From an optimization exercise on the open Yosys and OpenROAD flow, aimed at small area, a short achievable clock period and few clock cycles per item; shortcuts taken in it are not production practice.
RTL that was checked went through simulation tests only; none was proved equivalent to the original.
No activity file was given, so power comes from the tool's default toggle rates.

==> inputs of 01-13 <==
// sha1_message_digest
module sha1_message_digest #(
  parameter int FD = 11           
) (
  input  logic        clk,
  input  logic        rst_n,
  input  logic        in_valid,
  output logic        in_stall,
  input  logic [7:0]  in_data_byte,
  input  logic        in_has_byte,
  input  logic        in_end_of_message,
  output logic        out_valid,
  input  logic        out_stall,
  output logic [31:0] out_digest_word,
  output logic [2:0]  out_word_index,
  output logic        out_final_word
);
Settings: LEC_CHECK=0, ABC_AREA=1, CAP_MARGIN=20, CORE_MARGIN=2, CORE_UTILIZATION=45, PLACE_DENSITY=0.6, SETUP_SLACK_MARGIN=4.5, SLEW_MARGIN=20; clock period 7.5 ns.
run.sh (not shown) runs the stock make flow with config.mk's settings and CLKGATE_MAP_FILE= SYNTH_SCRIPT=/design/flow/synth_recipe.tcl, a recipe that flattens the netlist after the stock synthesis.
==> 12-12 (differences from 01-13) <==
--- a/flow/design.v
+++ b/flow/design.v
@@ -27,17 +27,18 @@
   output logic [31:0] out_digest_word,
   output logic [2:0]  out_word_index,
   output logic        out_final_word
 );
   localparam logic [1:0] M_MSG  = 2'd0;    
   localparam logic [1:0] M_MARK = 2'd1;    
   localparam logic [1:0] M_PAD  = 2'd2;    
-  localparam logic [6:0] S_RST  = 7'd4;    
+  localparam logic [6:0] S_RST  = 7'd3;
+  localparam logic [6:0] S_FIN  = 7'd4;
   localparam logic [6:0] S_STRM = 7'd5;
-  localparam logic [6:0] S_LAST = 7'd87;
+  localparam logic [6:0] S_LAST = 7'd86;
   logic        ir_v, ir_h, ir_e;
   logic [7:0]  ir_d;
   logic        stall_r;
   logic [1:0]  mode_r;
   logic        mfirst_r;
   logic [1:0]  bcnt_r;
   logic [23:0] acc_r;
@@ -47,61 +48,60 @@
   logic [FD-1:0] wp_r, rp_r;   
   logic [4:0]  fcnt_r;
   logic        fempty_r, ffull_r;
   logic [31:0] fifo [FD];
   logic [4:0]  wcnt_r;
   logic        w0_r, w16_r;
   logic [6:0]  s_r;
-  logic        f_le5, f_ge8, f_ge21, f_ge22, f_is5, f_is87;
+  logic        f_le4, f_ge7, f_ge20, f_ge21, f_is4, f_is5, f_is86;
   logic signed [4:0] dd_r;
   logic        dd0_r, ddp_r, ddm1_r;
   logic        bfirst_r, bfinal_r, addiv_r, fin_r, xadd_r;
   logic        doadd_r;
   logic        useiv_r;   
   logic        obusy_r;
   logic [4:0]  ooh_r;     
   logic        oload_r;   
   logic [31:0] oword_r;
   logic        fch_r, fpar_r, fmaj_r;
   logic [3:0]  ksel_r;    
   logic [4:0]  ak_r;      
   logic        rotb_r;    
-  logic [2:0]  ivs_r;     
-  logic [2:0]  rss_r;     
+  logic        l0iv_r;    
   logic        u1ld_r;    
-  logic [2:0]  u1s_r;     
+  logic [3:0]  u1s_r;     
   logic [31:0] win  [16];
-  logic [31:0] u    [3];
+  logic [31:0] u    [2];
   logic [31:0] ring [5];
   logic [31:0] q_r, r_r;
   logic take, step_go, blkadd, word_ok, wok_next, msg_mode, byte_src, byte_go, consume;
   logic pad_go, word_go, comp_shift, len_lo_go, byte_ok, wdone, pop, bypass, push;
   logic [31:0] fhead;
   logic [7:0]  bval;
   logic [31:0] padw, word_in;
   assign in_stall = stall_r;
   assign take     = in_valid & ~stall_r;
   assign blkadd  = doadd_r & useiv_r & (obusy_r | oload_r);
-  assign step_go = (f_le5 | f_ge22 | dd0_r) & ~blkadd;
-  assign word_ok = ~w16_r & (w0_r | ddp_r | dd0_r);
-  assign wok_next = word_ok | (f_is87 & step_go) | (ddm1_r & step_go);
+  assign step_go = (f_le4 | f_ge21 | dd0_r) & ~blkadd;
+  assign word_ok = (~w16_r | (f_is86 & step_go)) & (w0_r | ddp_r | (dd0_r & ~(f_is5 & blkadd)));
+  assign wok_next = word_ok | (ddm1_r & step_go);
   assign msg_mode = (mode_r == M_MSG);
   assign byte_src = msg_mode ? (ir_v & ir_h) : (mode_r == M_MARK);
   assign bval     = msg_mode ? ir_d : (mfirst_r ? 8'h80 : 8'h00);
   assign byte_ok  = (bcnt_r != 2'd3) | ~ffull_r | word_ok;
   assign byte_go  = byte_src & byte_ok;
   assign consume  = msg_mode & ir_v & (~ir_h | byte_ok);
   assign wdone    = byte_go & (bcnt_r == 2'd3);
   assign pop      = ~fempty_r & word_ok;
   assign bypass   = wdone & fempty_r & word_ok;
   assign push     = wdone & ~bypass;
   assign pad_go   = (mode_r == M_PAD) & fempty_r & word_ok;
   assign word_go  = pop | bypass | pad_go;
   assign len_lo_go = pad_go & hi_done_r & (wcnt_r == 5'd15);
-  assign comp_shift = step_go & f_ge21;
+  assign comp_shift = step_go & f_ge20;
   always_comb begin
     padw = 32'h0;
     if (wcnt_r == 5'd14) padw = blk_r[54:23];
     if (wcnt_r == 5'd15 && hi_done_r) padw = {blk_r[22:0], pos_r, 3'b000};
     fhead = 32'h0;
     for (int i = 0; i < FD; i++) fhead = fhead | ({32{rp_r[i]}} & fifo[i]);
   end
@@ -127,22 +127,22 @@
     addiv_n  = addiv_r;
     fin_n    = fin_r;
     xadd_n   = xadd_r;
     dd_n     = dd_r;
     if (step_go && !word_go && !ddp_r) dd_n = dd_r + 5'sd1;
     if (!step_go && word_go) dd_n = dd_r - 5'sd1;
     if (step_go) begin
-      if (f_is87) begin
-        s_n      = S_STRM;
-        wcnt_n   = 5'd0;
+      if (f_is86) begin
+        s_n      = bfinal_r ? S_FIN : S_STRM;
+        wcnt_n   = {4'd0, word_go};
         bfirst_n = bfinal_r;
         addiv_n  = bfirst_r;
         fin_n    = bfinal_r;
-        xadd_n   = 1'b1;
-        dd_n     = 5'sd0;
+        xadd_n   = ~bfinal_r;
+        dd_n     = bfinal_r ? (word_go ? -5'sd1 : 5'sd0) : (word_go ? 5'sd0 : 5'sd1);
       end else begin
         s_n = s_r + 7'd1;
       end
     end
     obusy_n = obusy_r;
     if (obusy_r && !out_stall && ooh_r[4]) obusy_n = 1'b0;
     if (oload_r) obusy_n = 1'b1;
@@ -190,27 +190,27 @@
       w0_r      <= (wcnt_n == 5'd0);
       w16_r     <= (wcnt_n == 5'd16);
       dd_r      <= dd_n;
       dd0_r     <= (dd_n == 5'sd0);
       ddp_r     <= (dd_n > 5'sd0);
       ddm1_r    <= (dd_n == -5'sd1);
       obusy_r   <= obusy_n;
-      oload_r   <= step_go & f_is5 & fin_r;
+      oload_r   <= step_go & f_is4 & fin_r;
       if (msg_mode && consume && ir_h) begin
         pos_r <= pos_r + 6'd1;
         if (pos_r == 6'd63) blk_r <= blk_r + 55'd1;
       end
       if (len_lo_go) begin
         pos_r    <= 6'd0;
         blk_r    <= '0;
         bfinal_r <= 1'b1;
       end
       if (pad_go && wcnt_r == 5'd14) hi_done_r <= 1'b1;
       if (len_lo_go) hi_done_r <= 1'b0;
-      if (step_go && f_is87) bfinal_r <= 1'b0;
+      if (step_go && f_is86) bfinal_r <= 1'b0;
       if (push) wp_r <= {wp_r[FD-2:0], wp_r[FD-1]};
       if (pop)  rp_r <= {rp_r[FD-2:0], rp_r[FD-1]};
       fcnt_r    <= fcnt_n;
       fempty_r  <= (fcnt_n == 5'd0);
       ffull_r   <= (fcnt_n == 5'(FD));
       if (obusy_r && !out_stall) ooh_r <= {ooh_r[3:0], ooh_r[4]};
       if (oload_r) ooh_r <= 5'b00001;
@@ -218,38 +218,38 @@
   end
   always_ff @(posedge clk) begin
     s_r      <= s_n;
     bfirst_r <= bfirst_n;
     addiv_r  <= addiv_n;
     fin_r    <= fin_n;
     xadd_r   <= xadd_n;
-    f_le5    <= (s_n <= 7'd5);
-    f_ge8    <= (s_n >= 7'd8);
+    f_le4    <= (s_n <= 7'd4);
+    f_ge7    <= (s_n >= 7'd7);
+    f_ge20   <= (s_n >= 7'd20);
     f_ge21   <= (s_n >= 7'd21);
-    f_ge22   <= (s_n >= 7'd22);
-    f_is5    <= (s_n == 7'd5);
-    f_is87   <= (s_n == S_LAST);
-    doadd_r  <= (s_n >= 7'd84) | ((s_n == S_STRM) & xadd_n);
-    useiv_r  <= (s_n == S_STRM) ? addiv_n : bfirst_n;
+    f_is4    <= (s_n == S_FIN);
+    f_is5    <= (s_n == S_STRM);
+    f_is86   <= (s_n == S_LAST);
+    doadd_r  <= (s_n >= 7'd83) | ((s_n == S_STRM) & xadd_n) | ((s_n == S_FIN) & fin_n);
+    useiv_r  <= (s_n <= S_STRM) ? addiv_n : bfirst_n;
     for (int j = 1; j < 5; j++)
-      ak_r[j] <= bfirst_n & (s_n == 7'(88 - j));
-    ak_r[0]  <= addiv_n & (s_n == S_STRM);
-    rotb_r   <= (s_n >= 7'd84) & (s_n <= 7'd86);
-    for (int j = 0; j < 3; j++) begin
-      ivs_r[j] <=  bfirst_n & (s_n == 7'(5 + j));
-      rss_r[j] <= ~bfirst_n & (s_n == 7'(5 + j));
-    end
-    u1ld_r   <= (s_n == S_RST) | (s_n == S_STRM) | (s_n == S_LAST);
+      ak_r[j] <= bfirst_n & (s_n == 7'(87 - j));
+    ak_r[0]  <= addiv_n & (s_n <= S_STRM);
+    rotb_r   <= (s_n >= 7'd83) & (s_n <= 7'd85);
+    l0iv_r   <= bfirst_n;
+    u1ld_r   <= (s_n <= 7'd5) | (s_n >= 7'd85);
     u1s_r[0] <= (s_n == S_RST) | ((s_n == S_LAST) & bfinal_r);
-    u1s_r[1] <= (s_n == S_STRM) & bfirst_n;
-    u1s_r[2] <= ((s_n == S_STRM) & ~bfirst_n) | ((s_n == S_LAST) & ~bfinal_r);
-    fch_r    <= (s_n <= 7'd25);
-    fmaj_r   <= (s_n >= 7'd46) & (s_n <= 7'd65);
-    fpar_r   <= ~((s_n <= 7'd25) | ((s_n >= 7'd46) & (s_n <= 7'd65)));
-    ksel_r   <= (s_n <= 7'd24) ? 4'b0001 : (s_n <= 7'd44) ? 4'b0010 : (s_n <= 7'd64) ? 4'b0100 : 4'b1000;
+    u1s_r[1] <= (s_n == S_FIN);
+    u1s_r[2] <= (s_n == S_STRM) & bfirst_n;
+    u1s_r[3] <= ((s_n == S_STRM) & ~bfirst_n) | (s_n == 7'd85) | ((s_n == S_LAST) & ~bfinal_r);
+    fch_r    <= (s_n <= 7'd24);
+    fmaj_r   <= (s_n >= 7'd45) & (s_n <= 7'd64);
+    fpar_r   <= ~((s_n <= 7'd24) | ((s_n >= 7'd45) & (s_n <= 7'd64)));
+    ksel_r   <= ((s_n <= 7'd23) | (s_n == S_LAST)) ? 4'b0001 : (s_n <= 7'd43) ? 4'b0010
+              : (s_n <= 7'd63) ? 4'b0100 : 4'b1000;
   end
   always_ff @(posedge clk) begin
     if (take) begin
       ir_d <= in_data_byte;
       ir_h <= in_has_byte;
       ir_e <= in_end_of_message;
     end
@@ -260,22 +260,22 @@
   end
   logic [31:0] wmix, wnew;
   assign wmix = win[13] ^ win[8] ^ win[2] ^ win[0];
   assign wnew = {wmix[30:0], wmix[31]};
   always_ff @(posedge clk) begin
     if (comp_shift || word_go) begin
       for (int i = 0; i < 15; i++) win[i] <= win[i+1];
-      win[15] <= comp_shift ? wnew : word_in;
+      win[15] <= word_go ? word_in : wnew;
     end
   end
   logic [31:0] t_val, fval, q_nxt, r_nxt, kval;
   assign t_val = {u[0][26:0], u[0][31:27]} + q_r;
   logic [31:0] f1, f0, cn, dn, ek_src, ek_nxt, f1_r, f0_r, ek_r;
-  assign cn    = {u[0][1:0], u[0][31:2]};
-  assign dn    = {u[1][1:0], u[1][31:2]};
+  assign cn    = ~f_is5 ? {u[0][1:0], u[0][31:2]} : l0iv_r ? sha1md_pkg::IV2 : ring[3];
+  assign dn    = ~f_is5 ? {u[1][1:0], u[1][31:2]} : l0iv_r ? sha1md_pkg::IV3 : ring[2];
   assign f1    = ({32{fch_r}} & cn) | ({32{fpar_r}} & ~(cn ^ dn)) | ({32{fmaj_r}} & (cn | dn));
   assign f0    = ({32{fch_r}} & dn) | ({32{fpar_r}} &  (cn ^ dn)) | ({32{fmaj_r}} & (cn & dn));
   assign fval  = (u[0] & f1_r) | (~u[0] & f0_r);
   assign q_nxt = fval + r_r;
   assign kval  = ({32{ksel_r[0]}} & sha1md_pkg::K0) | ({32{ksel_r[1]}} & sha1md_pkg::K1)
                | ({32{ksel_r[2]}} & sha1md_pkg::K2) | ({32{ksel_r[3]}} & sha1md_pkg::K3);
   assign ek_nxt = {ek_src[1:0], ek_src[31:2]} + kval;
@@ -283,29 +283,24 @@
   logic [31:0] add_a, add_b, sum, l0, l1;
   assign add_a = ({32{~useiv_r}} & ring[0])
                | ({32{ak_r[0]}} & sha1md_pkg::IV0) | ({32{ak_r[1]}} & sha1md_pkg::IV1)
                | ({32{ak_r[2]}} & sha1md_pkg::IV2) | ({32{ak_r[3]}} & sha1md_pkg::IV3)
                | ({32{ak_r[4]}} & sha1md_pkg::IV4);
   assign add_b = rotb_r ? {u[0][1:0], u[0][31:2]} : u[0];
   assign sum   = add_a + add_b;
-  assign l0 = ({32{ivs_r[0]}} & {sha1md_pkg::IV2[29:0], sha1md_pkg::IV2[31:30]})
-            | ({32{ivs_r[1]}} & sha1md_pkg::IV1)
-            | ({32{ivs_r[2]}} & sha1md_pkg::IV0)
-            | ({32{rss_r[0]}} & {ring[3][29:0], ring[3][31:30]})
-            | ({32{rss_r[1]}} & ring[3])
-            | ({32{rss_r[2]}} & ring[4]);
+  assign l0 = ~l0iv_r ? ring[4] : f_is5 ? sha1md_pkg::IV1 : sha1md_pkg::IV0;
   assign l1 = ({32{u1s_r[0]}} & {sha1md_pkg::IV4[29:0], sha1md_pkg::IV4[31:30]})
             | ({32{u1s_r[1]}} & {sha1md_pkg::IV3[29:0], sha1md_pkg::IV3[31:30]})
-            | ({32{u1s_r[2]}} & {ring[2][29:0], ring[2][31:30]});
+            | ({32{u1s_r[2]}} & {sha1md_pkg::IV2[29:0], sha1md_pkg::IV2[31:30]})
+            | ({32{u1s_r[3]}} & {ring[3][29:0], ring[3][31:30]});
   assign ek_src = u[1];
   always_ff @(posedge clk) begin
     if (step_go) begin
-      u[0] <= f_ge8 ? t_val : l0;
+      u[0] <= f_ge7 ? t_val : l0;
       u[1] <= u1ld_r ? l1 : u[0];
-      u[2] <= u[1];
       q_r <= q_nxt;
       r_r <= r_nxt;
       f1_r <= f1;
       f0_r <= f0;
       ek_r <= ek_nxt;
       if (doadd_r) begin
         for (int i = 0; i < 4; i++) ring[i] <= ring[i+1];
==> results.txt <==
item                                                                   12-12          01-13
Status                                      no timing/DRC/antenna violations  no timing/DRC/antenna violations
Launching element of the worst setup path                        oword_r[31]       u[0][28]
Largest net degree at the start of global routing                        110            161
TAP cells                                                               1890           1917
Effective utilization at floorplan                                    0.4545         0.4526
Number of iterations in the first detailed-routing pass                    8              6
Power of the sequential group                                        13.2 mW        14.9 mW
Sw power                                                            11.90 mW       15.69 mW
Non-CTS inverters                                                        544            476
Standard cell area after detailed placement                    0.06731 sq mm  0.06864 sq mm
Final wirelength                                                   177900 um      190700 um
Capture point of the worst path                          out_digest_word[31]    ring[4][31]
Met2 usage in global routing                                          0.3482         0.3660
Final setup skew                                                  0.02928 ns     0.05387 ns
Average instance area after synthesis                            11.84 sq um    11.39 sq um
Gate power share                                                       0.355          0.406
Total global-route track usage                                        0.2369         0.2497
Clk power                                                            7.41 mW        8.00 mW
Worst r2r src                                                       u[0][27]       u[0][28]
Xor/xnor cell area share of the yosys netlist                        0.03704        0.03642
Post-synthesis instance area                                   0.06451 sq mm  0.06589 sq mm
Share of power burned in registers                                     0.413          0.387
Start point of the worst hold path                                win[12][3]    win[14][29]
R2R depth                                                                 15             11
Arrival time of data at the critical path endpoint                   1.45 ns        3.61 ns
Testbench counts of 12-12, summed over its fixed seeds: cycles 64,204, bytes 40,857.
Function not checked in 01-13: the RTL went through the layout flow alone.

what the ideal ports hide:
How much do the figures lean on ideal ports? The routed layouts below were timed once more, with nothing changed but the port constraints.
Step 1: set_driving_cell puts a clkbuf_16 on clk and a buf_2 on each other input, an assumption about the parent block.
Step 2, shift: input delay + t, output delay - t, t = (earliest + latest rising clock arrival at the registers) / 2. This alone moves slack from input paths to output paths.
Three values: ideal, step 1, step 2; two values: the first two.
run | shift t [ns] | setup WS [ns] | hold WS [ns] | worst setup path after step 2 | clock arrival spread, ns
01-13 | 0.883 | 4.463 / 4.463 / 3.859 | 0.398 / 0.398 / 0.398 | input to register | 0.057 / 0.057
12-12 | 0.855 | 4.553 / 4.474 / 3.838 | 0.410 / 0.410 / 0.410 | input to register | 0.041 / 0.040
After both steps setup and hold are still met in every run listed. For 12-12, which loses most, drivers alone change the setup slack by -0.079 ns; drivers and shift together by -0.715 ns.
